Source: an optimization exercise on an open RTL-to-GDS flow (aim: small area, a short achievable clock period and few clock cycles). Production flows keep margins and buffers that such runs may drop. For this run, only the layout was checked, not whether the RTL still works. No activity file was given, so power comes from the tool's default toggle rates.

===== flow/flow/run.sh =====
#!/bin/bash
# The standard layout (standard.sh) with these make settings: SETUP_SLACK_MARGIN=5.5 "BUFFER_PORTS_ARGS=-buffer_cell sky130_fd_sc_hd__buf_2"
# The make output goes to make_finish.log; each ORFS step logs under orfs/logs/.
set -euo pipefail
bash standard.sh SETUP_SLACK_MARGIN=5.5 "BUFFER_PORTS_ARGS=-buffer_cell sky130_fd_sc_hd__buf_2" finish > make_finish.log 2>&1

===== flow/standard.sh =====
#!/bin/bash
# synth_recipe.tcl (not shown) runs the flow's synth.tcl, then flattens the netlist and writes it again
# the make line also repeats each setting of config.mk as NAME=value (left out here)
make -C /OpenROAD-flow-scripts/flow DESIGN_CONFIG=/design/flow/config.mk WORK_HOME=/design/flow/orfs CLKGATE_MAP_FILE= SYNTH_SCRIPT=/design/flow/synth_recipe.tcl "${@:-finish}"

===== flow/config.mk =====
export PLATFORM = sky130hd
export DESIGN_NAME = packed_12bit_sample_file_decoder
export DESIGN_NICKNAME = packed_12bit_sample_file_decoder
export VERILOG_FILES = /design/flow/design.v
export SDC_FILE = /design/flow/constraint.sdc
export NUM_CORES = 4
export LEC_CHECK = 0
export CAP_MARGIN = 20
export CORE_MARGIN = 2
export CORE_UTILIZATION = 40
export SLEW_MARGIN = 20

===== flow/constraint.sdc =====
create_clock -name core_clock -period 8.5 [get_ports {clk_i}]
set_input_delay 1.7000 -clock core_clock [delete_from_list [all_inputs] [get_ports {clk_i}]]
set_output_delay 1.7000 -clock core_clock [all_outputs]
set_load 0.01 [all_outputs]

===== flow/design.v =====
package pk12_pkg;
  localparam logic [1:0] KIND_HEADER = 2'd0;
  localparam logic [1:0] KIND_SAMPLE = 2'd1;
  localparam logic [1:0] KIND_DONE   = 2'd2;
  localparam logic [1:0] KIND_ERROR  = 2'd3;
  localparam logic [1:0] ERR_TRUNCATED = 2'd0;
  localparam logic [1:0] ERR_BAD_MAGIC = 2'd1;
  localparam logic [1:0] ERR_LOOP_MODE = 2'd2;
  localparam logic [1:0] SRC_CODE    = 2'd0;
  localparam logic [1:0] SRC_MARKERS = 2'd1;
  localparam logic [1:0] SRC_DEFAULT = 2'd2;
  localparam logic [7:0] LOOP_ON  = 8'h49;
  localparam logic [7:0] LOOP_OFF = 8'hc9;
  typedef struct packed {
    logic [1:0]  kind;
    logic [11:0] smp;       
    logic [1:0]  err;       
    logic        tail;      
    logic        tail_err;  
  } ent_t;
endpackage
module pk12_parse
(
  input  logic        clk_i,
  input  logic        rst_ni,
  input  logic        proc_i,
  input  logic [7:0]  data_i,
  input  logic        last_i,
  output logic        mod_o,     
  output logic        mod_nx_o,  
  output logic        nw_o,      
  output pk12_pkg::ent_t ent_o,
  output logic        looped_o,
  output logic [2:0]  rate_o,    
  output logic [1:0]  rsrc_o,
  output logic [16:0] atk_o,
  output logic [16:0] rep_o
);
  logic        skip_q;
  logic        pl_q;          
  logic [4:0]  pos_q;         
  logic        magic_q;
  logic        lp_q, lok_q;
  logic [2:0]  rate_q;
  logic [1:0]  rsrc_q;
  logic [16:0] atk_q, rep_q;  
  logic [1:0]  ph_q;          
  logic [7:0]  b0_q;          
  assign ph_q = pos_q[1:0];
  logic [7:0]  magic_b;
  always_comb begin
    case (pos_q[2:0])
      3'd0:    magic_b = 8'h4c;
      3'd1:    magic_b = 8'h4d;
      3'd2:    magic_b = 8'h38;
      3'd3:    magic_b = 8'h39;
      3'd4:    magic_b = 8'h35;
      default: magic_b = 8'h33;
    endcase
  end
  logic atk_z, rep_z, atk_1, rep_1, rem_z, rem_le1;
  assign atk_z   = (atk_q[16:1] == '0) && !atk_q[0];
  assign rep_z   = (rep_q[16:1] == '0) && !rep_q[0];
  assign atk_1   = (atk_q[16:1] == '0) && atk_q[0];
  assign rep_1   = (rep_q[16:1] == '0) && rep_q[0];
  assign rem_z   = atk_z && rep_z;
  assign rem_le1 = (atk_z && (rep_z || rep_1)) || (atk_1 && rep_z);
  logic [6:0] dm;   
  assign dm = data_i[7:1];
  assign mod_o = !skip_q && (pl_q ? (ph_q != 2'd0) : (pos_q >= 5'd22));
  assign nw_o  = !skip_q && (last_i || (pl_q ? (ph_q != 2'd0) : (pos_q == 5'd31)));
  logic ended;
  logic dec;
  pk12_pkg::ent_t ent;
  always_comb begin
    ent   = '0;
    ended = 1'b0;
    dec   = 1'b0;
    if (skip_q) begin
      ended = 1'b0;
    end else if (!pl_q) begin
      if (pos_q != 5'd31) begin
        if (last_i) begin
          ent.kind = pk12_pkg::KIND_ERROR; ent.err = pk12_pkg::ERR_TRUNCATED; ended = 1'b1;
        end
      end else if (!magic_q) begin
        ent.kind = pk12_pkg::KIND_ERROR; ent.err = pk12_pkg::ERR_BAD_MAGIC; ended = 1'b1;
      end else if (!lok_q) begin
        ent.kind = pk12_pkg::KIND_ERROR; ent.err = pk12_pkg::ERR_LOOP_MODE; ended = 1'b1;
      end else begin
        ent.kind = pk12_pkg::KIND_HEADER;
        if (rem_z) begin
          ent.tail = 1'b1; ended = 1'b1;
        end else if (last_i) begin
          ent.tail = 1'b1; ent.tail_err = 1'b1; ended = 1'b1;
        end
      end
    end else begin
      case (ph_q)
        2'd0: begin
          if (last_i) begin
            ent.kind = pk12_pkg::KIND_ERROR; ended = 1'b1;
          end
        end
        2'd1: begin
          ent.kind = pk12_pkg::KIND_SAMPLE; ent.smp = {b0_q, data_i[7:4]};
          dec  = 1'b1;
          if (last_i) begin
            ent.tail = 1'b1; ent.tail_err = 1'b1; ended = 1'b1;
          end
        end
        default: begin
          if (rem_z) begin
            ent.kind = pk12_pkg::KIND_DONE; ended = 1'b1;
          end else begin
            ent.kind = pk12_pkg::KIND_SAMPLE; ent.smp = {data_i, b0_q[3:0]};
            dec = 1'b1;
            if (rem_le1) begin
              ent.tail = 1'b1; ended = 1'b1;
            end else if (last_i) begin
              ent.tail = 1'b1; ent.tail_err = 1'b1; ended = 1'b1;
            end
          end
        end
      endcase
    end
  end
  assign ent_o = ent;
  always_ff @(posedge clk_i) begin
    if (proc_i && !skip_q && !pl_q) begin
      if (pos_q == 5'd22) begin
        lp_q  <= (data_i == pk12_pkg::LOOP_ON);
        lok_q <= (data_i == pk12_pkg::LOOP_ON) || (data_i == pk12_pkg::LOOP_OFF);
      end
      if (pos_q == 5'd23) begin
        rsrc_q <= pk12_pkg::SRC_CODE;
        case (data_i)
          8'd1:    rate_q <= 3'b001;
          8'd2:    rate_q <= 3'b010;
          8'd3:    rate_q <= 3'b100;
          default: begin rate_q <= 3'b001; rsrc_q <= pk12_pkg::SRC_DEFAULT; end
        endcase
      end
      if (pos_q == 5'd26 && rsrc_q != pk12_pkg::SRC_CODE) begin
        case (dm)
          7'h03:   begin rate_q <= 3'b001; rsrc_q <= 2'd3; end   
          7'h08:   begin rate_q <= 3'b010; rsrc_q <= 2'd3; end   
          7'h7b:   begin rate_q <= 3'b100; rsrc_q <= 2'd3; end   
          default: ;
        endcase
      end
      if (pos_q == 5'd29 && rsrc_q == 2'd3) begin
        if (dm == (rate_q[1] ? 7'h00 : 7'h29)) begin
          rsrc_q <= pk12_pkg::SRC_MARKERS;
        end else begin
          rate_q <= 3'b001; rsrc_q <= pk12_pkg::SRC_DEFAULT;
        end
      end
    end
  end
  always_ff @(posedge clk_i) begin
    if (proc_i && !skip_q) begin
      if (!pl_q) begin
        if (pos_q == 5'd24) atk_q[7:0]  <= data_i;
        if (pos_q == 5'd25) atk_q[15:8] <= data_i;
        if (pos_q == 5'd26) atk_q[16]   <= data_i[0];
        if (pos_q == 5'd27) rep_q[7:0]  <= data_i;
        if (pos_q == 5'd28) rep_q[15:8] <= data_i;
        if (pos_q == 5'd29) rep_q[16]   <= data_i[0];
      end else if (dec) begin
        if (!atk_z) atk_q <= atk_q - 17'd1;
        else        rep_q <= rep_q - 17'd1;
      end
    end
  end
  always_ff @(posedge clk_i) begin
    if (proc_i && !skip_q && pl_q) begin
      if (ph_q == 2'd0) b0_q      <= data_i;
      if (ph_q == 2'd1) b0_q[3:0] <= data_i[3:0];
    end
  end
  logic       skip_d, pl_d, magic_d;
  logic [4:0] pos_d;
  always_comb begin
    skip_d  = skip_q;
    pl_d    = pl_q;
    pos_d   = pos_q;
    magic_d = magic_q;
    if (proc_i) begin
      if (ended || (skip_q && last_i)) begin
        if (last_i) begin
          skip_d  = 1'b0;
          pl_d    = 1'b0;
          pos_d   = '0;
          magic_d = 1'b1;
        end else begin
          skip_d  = 1'b1;
        end
      end else if (!skip_q) begin
        if (!pl_q) begin
          if (pos_q < 5'd6 && data_i != magic_b) magic_d = 1'b0;
          pos_d = pos_q + 5'd1;
          if (pos_q == 5'd31) pl_d = 1'b1;
        end else begin
          pos_d[1:0] = ph_q[1] ? 2'd0 : ph_q + 2'd1;
        end
      end
    end
  end
  assign mod_nx_o = !skip_d && (pl_d ? (pos_d[1:0] != 2'd0) : (pos_d >= 5'd22));
  always_ff @(posedge clk_i or negedge rst_ni) begin
    if (!rst_ni) begin
      skip_q  <= 1'b0;
      pl_q    <= 1'b0;
      pos_q   <= '0;
      magic_q <= 1'b1;
    end else begin
      skip_q  <= skip_d;
      pl_q    <= pl_d;
      pos_q   <= pos_d;
      magic_q <= magic_d;
    end
  end
  assign looped_o = lp_q;
  assign rate_o   = rate_q;
  assign rsrc_o   = rsrc_q;
  assign atk_o    = atk_q;
  assign rep_o    = rep_q;
endmodule
module pk12_out_fifo
(
  input  logic           clk_i,
  input  logic           rst_ni,
  input  logic           push_i,
  input  pk12_pkg::ent_t ent_i,
  input  logic           mod_nx_i,  
  input  logic           pop_i,
  output logic           ok_nx_o,
  output logic           room_o,
  output logic           hdr_q_o,   
  output logic           valid_o,
  output logic           hdr_o,     
  output logic           hdr_a_o,   
  output logic           hdr_r_o,
  output pk12_pkg::ent_t head_o
);
  logic           hv_q, sv_q;
  logic           hh_q, sh_q;
  logic           hha_q, hhr_q;  
  pk12_pkg::ent_t h_q, s_q;
  pk12_pkg::ent_t h_tail;
  logic           pop;
  logic           ent_h;
  assign pop     = pop_i && hv_q;
  assign ent_h   = (ent_i.kind == pk12_pkg::KIND_HEADER);
  assign room_o  = !(hv_q && sv_q);
  assign hdr_q_o = (hv_q && hh_q) || (sv_q && sh_q);
  assign valid_o = hv_q;
  assign hdr_o   = hh_q;
  assign hdr_a_o = hha_q;
  assign hdr_r_o = hhr_q;
  assign head_o  = h_q;
  always_comb begin
    h_tail      = '0;
    h_tail.kind = h_q.tail_err ? pk12_pkg::KIND_ERROR : pk12_pkg::KIND_DONE;
  end
  logic hv_n, sv_n, hh_n, sh_n;   
  logic hv_p, sv_p, hh_p, sh_p;   
  always_comb begin
    hv_n = hv_q || push_i;
    sv_n = sv_q || (hv_q && push_i);
    hh_n = hv_q ? hh_q : (push_i && ent_h);
    sh_n = sv_q ? sh_q : (hv_q && push_i && ent_h);
    if (h_q.tail) begin
      hv_p = 1'b1;
      hh_p = 1'b0;
      sv_p = sv_q || push_i;
      sh_p = sv_q ? sh_q : (push_i && ent_h);
    end else if (sv_q) begin
      hv_p = 1'b1;
      hh_p = sh_q;
      sv_p = push_i;
      sh_p = push_i && ent_h;
    end else begin
      hv_p = push_i;
      hh_p = push_i && ent_h;
      sv_p = 1'b0;
      sh_p = 1'b0;
    end
  end
  logic ok_n, ok_p;
  assign ok_n = !(hv_n && sv_n) && !(((hv_n && hh_n) || (sv_n && sh_n)) && mod_nx_i);
  assign ok_p = !(hv_p && sv_p) && !(((hv_p && hh_p) || (sv_p && sh_p)) && mod_nx_i);
  assign ok_nx_o = pop ? ok_p : ok_n;
  always_ff @(posedge clk_i or negedge rst_ni) begin
    if (!rst_ni) begin
      hv_q  <= 1'b0;
      sv_q  <= 1'b0;
      hh_q  <= 1'b0;
      sh_q  <= 1'b0;
      hhr_q <= 1'b1;
    end else if (pop) begin
      hv_q  <= hv_p;
      sv_q  <= sv_p;
      hh_q  <= hh_p;
      sh_q  <= sh_p;
      hhr_q <= hh_p;
    end else begin
      hv_q  <= hv_n;
      sv_q  <= sv_n;
      hh_q  <= hh_n;
      sh_q  <= sh_n;
      hhr_q <= hh_n;
    end
  end
  always_ff @(posedge clk_i) begin
    hha_q <= pop ? hh_p : hh_n;
  end
  always_ff @(posedge clk_i) begin
    if (pop) begin
      if (h_q.tail) begin
        h_q <= h_tail;
        if (push_i) s_q <= ent_i;
      end else if (sv_q) begin
        h_q <= s_q;
        if (push_i) s_q <= ent_i;
      end else if (push_i) begin
        h_q <= ent_i;
      end
    end else if (push_i) begin
      if (!hv_q) h_q <= ent_i;
      else       s_q <= ent_i;
    end
  end
endmodule
module packed_12bit_sample_file_decoder
(
  input  logic               clk_i,
  input  logic               rst_ni,
  input  logic               byte_valid_i,
  output logic               byte_ready_o,
  input  logic [7:0]         byte_data_i,
  input  logic               byte_last_i,
  output logic               res_valid_o,
  input  logic               res_ready_i,
  output logic [1:0]         res_kind_o,
  output logic signed [15:0] res_sample_o,
  output logic [15:0]        res_rate_hz_o,
  output logic [1:0]         res_rate_source_o,
  output logic               res_looped_o,
  output logic [16:0]        res_attack_len_o,
  output logic [16:0]        res_repeat_len_o,
  output logic [1:0]         res_error_code_o,
  output logic               res_end_of_run_o
);
  logic        a_v_q, rdy_q;
  logic [7:0]  a_d_q;
  logic        a_l_q;
  logic        take, a_free, a_v_d, proc;
  logic        mod, mod_nx, nw, room, hdrq, ok_nx;
  logic        hh, hha, hhr;
  pk12_pkg::ent_t ent;
  pk12_pkg::ent_t head;
  logic        looped;
  logic [2:0]  rate;
  logic [1:0]  rsrc;
  logic [16:0] atk, rep;
  assign byte_ready_o = rdy_q;
  assign take   = byte_valid_i && rdy_q;
  assign proc   = a_v_q && room && !(hdrq && mod);
  assign a_free = !a_v_q || proc;
  assign a_v_d  = a_free ? take : a_v_q;
  always_ff @(posedge clk_i or negedge rst_ni) begin
    if (!rst_ni) begin
      a_v_q <= 1'b0;
      rdy_q <= 1'b1;
    end else begin
      a_v_q <= a_v_d;
      rdy_q <= !a_v_d || ok_nx;
    end
  end
  always_ff @(posedge clk_i) begin
    if (rdy_q) begin
      a_d_q <= byte_data_i;
      a_l_q <= byte_last_i;
    end
  end
  pk12_parse u_parse (
    .clk_i    (clk_i),
    .rst_ni   (rst_ni),
    .proc_i   (proc),
    .data_i   (a_d_q),
    .last_i   (a_l_q),
    .mod_o    (mod),
    .mod_nx_o (mod_nx),
    .nw_o     (nw),
    .ent_o    (ent),
    .looped_o (looped),
    .rate_o   (rate),
    .rsrc_o   (rsrc),
    .atk_o    (atk),
    .rep_o    (rep)
  );
  pk12_out_fifo u_out (
    .clk_i    (clk_i),
    .rst_ni   (rst_ni),
    .push_i   (proc && nw),
    .ent_i    (ent),
    .mod_nx_i (mod_nx),
    .pop_i    (res_ready_i),
    .ok_nx_o  (ok_nx),
    .room_o   (room),
    .hdr_q_o  (hdrq),
    .valid_o  (res_valid_o),
    .hdr_o    (hh),
    .hdr_a_o  (hha),
    .hdr_r_o  (hhr),
    .head_o   (head)
  );
  logic r33, r50, r16;
  assign {r16, r50, r33} = rate;
  assign res_kind_o        = head.kind;
  assign res_end_of_run_o  = head.kind[1];
  assign res_sample_o      = {head.smp, 4'b0000};
  assign res_error_code_o  = head.err;
  assign res_rate_hz_o     = {hh && !r16, hh && !r33, 4'b0000, hh && !r16, hh && !r33,
                              1'b0, hh && r50, hh && r33, hh, hh && r16, hh && r33,
                              hh && r16, hh && !r50};
  assign res_rate_source_o = hh ? rsrc : 2'd0;
  assign res_looped_o      = hh && looped;
  assign res_attack_len_o  = hha ? atk : 17'd0;
  assign res_repeat_len_o  = hhr ? rep : 17'd0;
endmodule

==> flow_summary.ini <==
[outcome]
status = finished clean

[power]
leakagePower_nw = 2.72
switchingPower_uw = 689
power.internal_mw = 1.15
power_frac_seq_pct = 42.9
power_frac_comb_pct = 34.0
irDropWorstVdd_v = 0.000108
clkPwrFrac_pct = 23.2
sw_frac_of_total_pct = 37.5
power.density_mw_per_mm2 = 251

[routing]
routed_via_density = 5.58
via_count = 5016
firstDrtPassIters = 5
drt_iter0_markers = 394
avgRoutedWirePerCell_um = 18.1
drt_wl_total_um = 16300
drt_drc_violations_left = 0
antenna_left = 0

[placement]
globalplace.congestion = 0.926
dp_slack_ns = 5.04
io_buffers = 79
dp_hpwl_um = 11600

[sta]
final.setup.tns_ns = 0
hold_viol = 0
setup_viol = 0
hold_slack_ns = 0.507
slew_violations = 0
timing.final.crit_share_pct = 35.6
worst_pin_slew_ns = 0.757
fin_crit_ns = 3.03
rsz0062_at_grt = yes
worst_slack_ns = 5.47
slew_headroom_pct = 49.1
skew_ns = 0.00969
fmax_ghz = 0.330

[global_routing]
grt_pass1_wl_um = 25200
grt_util_all_layers_pct = 19.2
grt_max_degree = 61
grt-ovfl-total = 0
grt_pass1_vias = 4683
antenna_found_initial = 0

[synth]
syn_inst = 628
yosys-top-cells-count = edfxtp_1, nor2_1, a21oi_1
yosys_warnings = 3
ys_types = 78
synth_top_area_share_pct = 44.0
synth_most_common_cell = edfxtp_1
syn-cell-area_mm2 = 0.00641
synthTopCellsByArea = edfxtp_1, dfrtp_1, a21oi_1
synth_seq_cells = 110
synth_area_per_cell_um2 = 10.2
synth_edf_count = 94
seq_area_frac_synth_pct = 50.2
yosysTopAreaCell = edfxtp_1
async_flop_share_pct = 13.6
ys.flop_type = edfxtp_1

[setup_path]
reg2reg_slack_ns = 5.61
startpoint = u_out.hhr_q
critPathBufInv = 2
cp.required_ns = 6.80
startpoint_type = register
rr_startpoint = u_parse.pos_q[0]
critPathMaxStageDelay_ns = 0.55
cp_cell_sequence = buf_6 -> and2_1 -> buf_2
crit_type = register to output pin
crit_path_top_delay_cell = dfstp_2
cp_data_arrival_time_ns = 1.33
crit_family = flip-flops
crit_fanout = 9
cp-end-kind = output pin

[hold_path]
worstHoldStart = u_parse.magic_q
hold_path.class = register to register

[clock_network]
cts_tree = done
cts_inserted_buffers = 9
hold_buffers = 0
htreeDepth = 3
clock_latency_ns = 0.36
clock_path_buffers = 2
clock-sinks = 110
clk_pin_slew_worst_paths_ns = 0.08
cts_root_buffer = clkbuf_16

[floorplan]
start_util_pct = 40.7
rows = 46
coreArea_mm2 = 0.0158
die_w_um = 131
dieArea_mm2 = 0.0171
die_y_um = 131
ios = 89

[layout]
diodes = 0
synthToLayoutAreaGrowth_pct = 14.0
drive_gt1_share_pct = 24.0
nNetsFinal = 699

[job]
drv_cap = 0
==> worst paths after layout <==
check	to	cells past startpoint
min	u_parse.magic_q	2
min reg2reg	u_parse.magic_q	2
max reg2reg	rdy_q	11
min in group asynchronous	u_out.sv_q	1
max	res_repeat_len_o[14]	3
max in group asynchronous	rdy_q	1
==> per-stage QoR <==
step,area [um^2],instances,power (mW),utilization (%)
after floorplan,6440,636,1.20,-
after global placement,6770,872,1.35,42.9
after detailed placement,6770,872,1.35,42.9
after CTS,7180,892,1.82,45.6
after global routing,7310,899,1.94,46.3
final,7310,899,1.84,46.3
==> worst register-to-register path, stage by stage (launching register included) <==
cell and delay [ns]:
dfrtp_1 0.56, ha_1 0.36, and3_1 0.20, ha_2 0.32, and3_1 0.25, nor2_1 0.07
o21ba_2 0.20, o311ai_0 0.11, a21oi_1 0.13, o21a_1 0.21, o31ai_1 0.28, o211ai_2 0.13
==> power by group through the flow <==
stage / clock [mW] / combinational (mW) / sequential, mW
floorplan: 0 / 0.470 / 0.731
global placement: 0 / 0.550 / 0.801
detailed placement: 0 / 0.549 / 0.802
CTS: 0.433 / 0.601 / 0.784
global route: 0.451 / 0.686 / 0.802
finish: 0.425 / 0.623 / 0.787
==> cell families (layout without fill, tap and decap cells) <==
logic type,Yosys count,after routing,share of synthesized area [%]
AO/OA/AOI/OAI,153,153,16.0
other,1,9,0.0585
adder cells (fa/ha/maj),9,9,1.72
buffers and inverters,77,124,6.61
XOR/XNOR,29,29,3.96
AND/OR/NAND/NOR,242,242,20.3
multiplexers,7,7,1.09
flip-flops,110,110,50.2
==> final cells by class <==
cell class / count / area (um^2)
fillers: 1524 / 8460
flip-flops and latches: 110 / 3220
multi-input cells: 449 / 2890
repair buffers: 93 / 564
well taps: 216 / 270
clock buffers: 9 / 225
clock inverters: 7 / 75.1
inverters: 15 / 56.3
==> sequential cells by signal (all words and copies together) (netlist names) <==
signal           flops
u_parse.pos_q        5
u_parse.rep_q       17
u_parse.b0_q         8
u_out.s_q           18
u_parse.lp_q         1
u_out.hh_q           1
u_parse.atk_q       17
u_parse.magic_q      1
u_out.hv_q           1
u_parse.pl_q         1
u_parse.lok_q        1
rdy_q                1
u_parse.rate_q       3
u_parse.rsrc_q       2
u_out.hhr_q          1
a_d_q                8
u_out.hha_q          1
u_out.sh_q           1
u_parse.skip_q       1
a_v_q                1
u_out.sv_q           1
u_out.h_q           18
a_l_q                1
==> per-layer routing <==
metal | vias to the layer above | global-route usage (%) | share of wire [%]
met4 | 0 | 7.32 | 1.9
li1 | 2368 | - | -
met3 | 20 | 2.57 | 4.5
met2 | 145 | 29.0 | 46
met1 | 2483 | 28.3 | 48
met5 | - | 0 | 0
==> placed cells by master, fill, tap and decap left out, types with 7 or more instances in the layout <==
cell       instances
nand2_1           48
buf_4             11
conb_1             9
a31oi_1            8
mux2i_1            7
o21ai_0           18
dfrtp_1           11
xor2_1            11
nand3_1            8
inv_1             14
a22oi_1           13
a21oi_1           48
nor2_1            61
a22o_1            17
xnor2_1           18
edfxtp_1          94
buf_2             72
and2_4             9
buf_6              9
nor3_1            21
clkbuf_16          9
and2_1            31
==> repair_timing <==
item,CTS,global route
resized for setup,22,17
endpoints found under the setup margin,99,109
pin swaps,1,5
buffers inserted,4,7

## afterwards: timing with drivers on the ports
No port has a modelled driver above. Below, the same layout with a new extraction and two added sets of constraints.
Step 1 assumes that a clkbuf_16 drives the clock port and a buf_2 every other input.
Step 2, shift: input delay + t, output delay - t, t = (earliest + latest rising clock arrival at the registers) / 2. This alone moves slack from input paths to output paths.
Three values: ideal, step 1, step 2; two values: the first two.
t (ns): 0.396
setup slack, ns: 5.472 / 5.432 / 5.436
worst setup path after step 2: input to register
After both steps setup and hold are still met in this run. The setup slack of this run moves by -0.040 ns with the drivers and by -0.036 ns with both steps.
